What follows belongs to an exercise in optimizing a design on an open flow for small area; a production flow would make more cautious choices. Only simulation tests tie the RTL to the original design; equivalence was not proved. No activity file was given, so power comes from the tool's default toggle rates.

== north ==
==> flow/design.v <==
package regfile_pkg;
    localparam int DEF_DATA_W = 32;
    localparam int DEF_ADDR_W = 5;
    localparam int DEPTH      = 2 ** DEF_ADDR_W;
    typedef logic [DEF_DATA_W-1:0] word_t;
    localparam bit ZERO_REG_EN = 1'b0;
endpackage
module regfile_read_port #(
    parameter int DATA_W = regfile_pkg::DEF_DATA_W,
    parameter int NREG   = regfile_pkg::DEPTH
) (
    input  logic [NREG*DATA_W-1:0] regs,
    input  logic [NREG-1:0]        sel,
    output logic [DATA_W-1:0]      data
);
    genvar gb, gg;
    generate
        for (gb = 0; gb < DATA_W; gb++) begin : g_bit
            logic [10:0] grp_n;
            logic [2:0]  part;
            for (gg = 0; gg < 10; gg++) begin : g_grp
                rf_aoi222 u_aoi (
                    .a1(sel[3*gg]),     .a2(regs[(3*gg)*DATA_W + gb]),
                    .b1(sel[3*gg + 1]), .b2(regs[(3*gg + 1)*DATA_W + gb]),
                    .c1(sel[3*gg + 2]), .c2(regs[(3*gg + 2)*DATA_W + gb]),
                    .y (grp_n[gg])
                );
            end
            rf_aoi22 u_aoi_last (
                .a1(sel[30]), .a2(regs[30*DATA_W + gb]),
                .b1(sel[31]), .b2(regs[31*DATA_W + gb]),
                .y (grp_n[10])
            );
            rf_nand4 u_nand_0 (.a(grp_n[0]), .b(grp_n[1]), .c(grp_n[2]),  .d(grp_n[3]), .y(part[0]));
            rf_nand4 u_nand_1 (.a(grp_n[4]), .b(grp_n[5]), .c(grp_n[6]),  .d(grp_n[7]), .y(part[1]));
            rf_nand3 u_nand_2 (.a(grp_n[8]), .b(grp_n[9]), .c(grp_n[10]), .y(part[2]));
            rf_or3   u_or     (.a(part[0]),  .b(part[1]),  .c(part[2]),   .y(data[gb]));
        end
    endgenerate
endmodule
module rf_aoi222 (
    input  logic a1, a2, b1, b2, c1, c2,
    output logic y
);
    assign y = !((a1 && a2) || (b1 && b2) || (c1 && c2));
endmodule
module rf_aoi22 (
    input  logic a1, a2, b1, b2,
    output logic y
);
    assign y = !((a1 && a2) || (b1 && b2));
endmodule
module rf_nand4 (
    input  logic a, b, c, d,
    output logic y
);
    assign y = !(a && b && c && d);
endmodule
module rf_nand3 (
    input  logic a, b, c,
    output logic y
);
    assign y = !(a && b && c);
endmodule
module rf_or3 (
    input  logic a, b, c,
    output logic y
);
    assign y = a || b || c;
endmodule
module register_file #(
    parameter int DATA_W = regfile_pkg::DEF_DATA_W,
    parameter int ADDR_W = regfile_pkg::DEF_ADDR_W
) (
    input  logic              CLK,
    input  logic              RST_N,
    input  logic              LD,
    input  logic [ADDR_W-1:0] SA,
    input  logic [ADDR_W-1:0] SB,
    input  logic [ADDR_W-1:0] DR,
    input  logic [DATA_W-1:0] D_IN,
    output logic [DATA_W-1:0] DATA_A,
    output logic [DATA_W-1:0] DATA_B
);
    localparam int NREG = 2 ** ADDR_W;
    logic [NREG*DATA_W-1:0] regs;
    logic [NREG-1:0]        we;
    logic [NREG-1:0]        hold;
    logic [NREG-1:0]        valid;
    logic [NREG-1:0]        sel_a;
    logic [NREG-1:0]        sel_b;
    always_comb begin
        for (int i = 0; i < NREG; i++) begin
            we[i]    = LD && (DR == ADDR_W'(i));
            hold[i]  = !we[i];
            sel_a[i] = valid[i] && (SA == ADDR_W'(i));
            sel_b[i] = valid[i] && (SB == ADDR_W'(i));
        end
    end
    always_ff @(posedge CLK or negedge RST_N) begin
        if (!RST_N) begin
            valid <= '0;
        end else begin
            valid <= valid | we;
        end
    end
    genvar gi, gb;
    generate
        for (gi = 0; gi < NREG; gi++) begin : g_reg
            for (gb = 0; gb < DATA_W; gb++) begin : g_bit
                rf_bit u_bit (
                    .CLK (CLK),
                    .we  (we[gi]),
                    .hold(hold[gi]),
                    .d   (D_IN[gb]),
                    .q   (regs[gi*DATA_W + gb])
                );
            end
        end
    endgenerate
    regfile_read_port #(
        .DATA_W(DATA_W),
        .NREG  (NREG)
    ) u_port_a (
        .regs(regs),
        .sel (sel_a),
        .data(DATA_A)
    );
    regfile_read_port #(
        .DATA_W(DATA_W),
        .NREG  (NREG)
    ) u_port_b (
        .regs(regs),
        .sel (sel_b),
        .data(DATA_B)
    );
endmodule
module rf_bit (
    input  logic CLK,
    input  logic we,
    input  logic hold,
    input  logic d,
    output logic q
);
    always_ff @(posedge CLK) begin
        q <= (d && we) || (q && hold);
    end
endmodule
export LEC_CHECK = 0
export CAP_MARGIN = 5
export CORE_MARGIN = 2
export CORE_UTILIZATION = 40
export SLEW_MARGIN = 5
export SYNTH_HIERARCHICAL = 1
create_clock -name core_clock -period 6.0 [get_ports {CLK}]
standard.sh (not shown) runs the stock make flow with config.mk's settings and CLKGATE_MAP_FILE= SYNTH_SCRIPT=/design/flow/synth_recipe.tcl, a recipe that flattens the netlist after the stock synthesis.
==> flow/flow/run.sh <==
#!/bin/bash
# Layout flow: the standard layout (standard.sh, unchanged synthesis) with these changes:
# the port buffers use the smallest buffer cell; clock tree synthesis uses clkbuf_8 leaf
# clusters of at most 18 sinks within 45 um and no dummy loads; and after global routing
# the resizer downsizes cells off the critical paths (RECOVER_POWER).
# make's full output goes to flow_make.log.
set -euo pipefail
bash standard.sh \
    "BUFFER_PORTS_ARGS=-buffer_cell sky130_fd_sc_hd__buf_1" \
    "CTS_ARGS=-sink_clustering_enable -repair_clock_nets -dont_use_dummy_load -buf_list {sky130_fd_sc_hd__clkbuf_8} -sink_clustering_size 18 -sink_clustering_max_diameter 45" \
    "RECOVER_POWER=100" \
    finish > flow_make.log 2>&1
[flow] north | stages: complete | final checks: fail | reason: max-capacitance violations, max-slew violations
### north -> south
Settings: changing CORE_UTILIZATION from 40 to 50; changing SLEW_MARGIN from 5 to 20; changing CAP_MARGIN from 5 to 20.
==> flow/run.sh (new file) <==
#!/bin/bash
# synth_recipe.tcl (not shown) runs the flow's synth.tcl, then flattens the netlist and writes it again
# the make line also repeats each setting of config.mk as NAME=value (left out here)
make -C /OpenROAD-flow-scripts/flow DESIGN_CONFIG=/design/flow/config.mk WORK_HOME=/design/flow/orfs CLKGATE_MAP_FILE= SYNTH_SCRIPT=/design/flow/synth_recipe.tcl finish
removed: flow/flow/run.sh
removed: flow/standard.sh
- Nothing crashed in south and all stages finished; the problem is that the final layout failed, the offending checks being negative setup slack.
- On multi-input combinational cell area, south and north are basically level.
- Compared with north, final area in south increased by a little under 10%.
- Min routed via count across south and north: north
- For south, the critical path capture point was DATA_A[14], unlike north, where it was DATA_B[27].
- The higher overall routed net length came out of south.
- Of south and north, south shows the lower multi-input logic portion of the cell area, with north above it.
- | sequential share of cell area | south vs north | 3.9 points lower |
- On south: final setup violation count is 1 higher than what north gave.
- Number of standard-cell rows in the floorplan down 10% in south wrt north
- The higher die area of south and north is in north.
- In the tables for south and north, final core utilization reads lower with north.
- south vs north, achievable frequency went down by about 2.6%.
Input changes introduced in east (baseline for comparison: south):
Settings: swapping 50 for 40 in CORE_UTILIZATION.
==> flow/flow/run.sh (new file) <==
#!/bin/bash
# Layout flow: the standard layout (standard.sh, unchanged synthesis) with these changes:
# the port buffers use the smallest buffer cell; clock tree synthesis uses clkbuf_8 leaf
# clusters of at most 16 sinks within 50 um and no dummy loads; and after global routing
# the resizer downsizes cells off the critical paths (RECOVER_POWER).
# make's full output goes to flow_make.log.
set -euo pipefail
bash standard.sh \
    "BUFFER_PORTS_ARGS=-buffer_cell sky130_fd_sc_hd__buf_1" \
    "CTS_ARGS=-sink_clustering_enable -repair_clock_nets -dont_use_dummy_load -buf_list {sky130_fd_sc_hd__clkbuf_8} -sink_clustering_size 16 -sink_clustering_max_diameter 50" \
    "RECOVER_POWER=100" \
    finish > flow_make.log 2>&1
==> flow/standard.sh (new file) <==
#!/bin/bash
# synth_recipe.tcl (not shown) runs the flow's synth.tcl, then flattens the netlist and writes it again
# the make line also repeats each setting of config.mk as NAME=value (left out here)
make -C /OpenROAD-flow-scripts/flow DESIGN_CONFIG=/design/flow/config.mk WORK_HOME=/design/flow/orfs CLKGATE_MAP_FILE= SYNTH_SCRIPT=/design/flow/synth_recipe.tcl "${@:-finish}"
removed: flow/run.sh
## What came out
No crash in east: every stage finished, but the layout fails its final checks due to max-capacitance violations, max-slew violations. In the flow results for south and east, the routed wire length is larger on south. Between east and south, it is east whose number of maximum-capacitance violations is higher, by 36. Summary of the comparison: clock insertion delay at the later pin of the skew report is higher in east, relative to south. Of south and east, the higher power belongs to south. Relative to south, tapcell count increased by 238 in east. east does better than south on post-detailed-placement half-perimeter wirelength. Number of nets in the final layout was higher in south than in east. Summary: with south as the reference, clock tree buffer count of the final layout in east moved down by more than a quarter. Lower switching share of total power was reported by south, not east. east — via count 4.9% lower, south as reference.

[port drivers added, routing unchanged]
The results above use ideal ports. As a check the final layouts listed here were re-extracted and re-timed, cells and wires unchanged.
Step 1 assumes that a clkbuf_16 drives the clock port and a buf_2 every other input.
Step 2 adds t to the input delays and takes it off the output delays; t is the mean of the earliest and latest rising clock arrival at the registers after step 1. Input paths then give back, and output paths get back, about the clock's delay inside the block.
Three values: ideal, step 1, step 2; two values: the first two.
| run | shift t [ns] | setup slack, ns | worst slew at a driven data input, ns |
|---|---|---|---|
| north | 0.831 | 0.133 / 0.109 / 0.109 | 0.08 |
| south | 0.758 | -0.027 / -0.064 / -0.064 | 0.12 |
| east | 0.811 | 0.287 / 0.263 / 0.146 | 0.08 |
The setup slack of east, which loses most, moves by -0.024 ns with the drivers and by -0.141 ns with both steps.
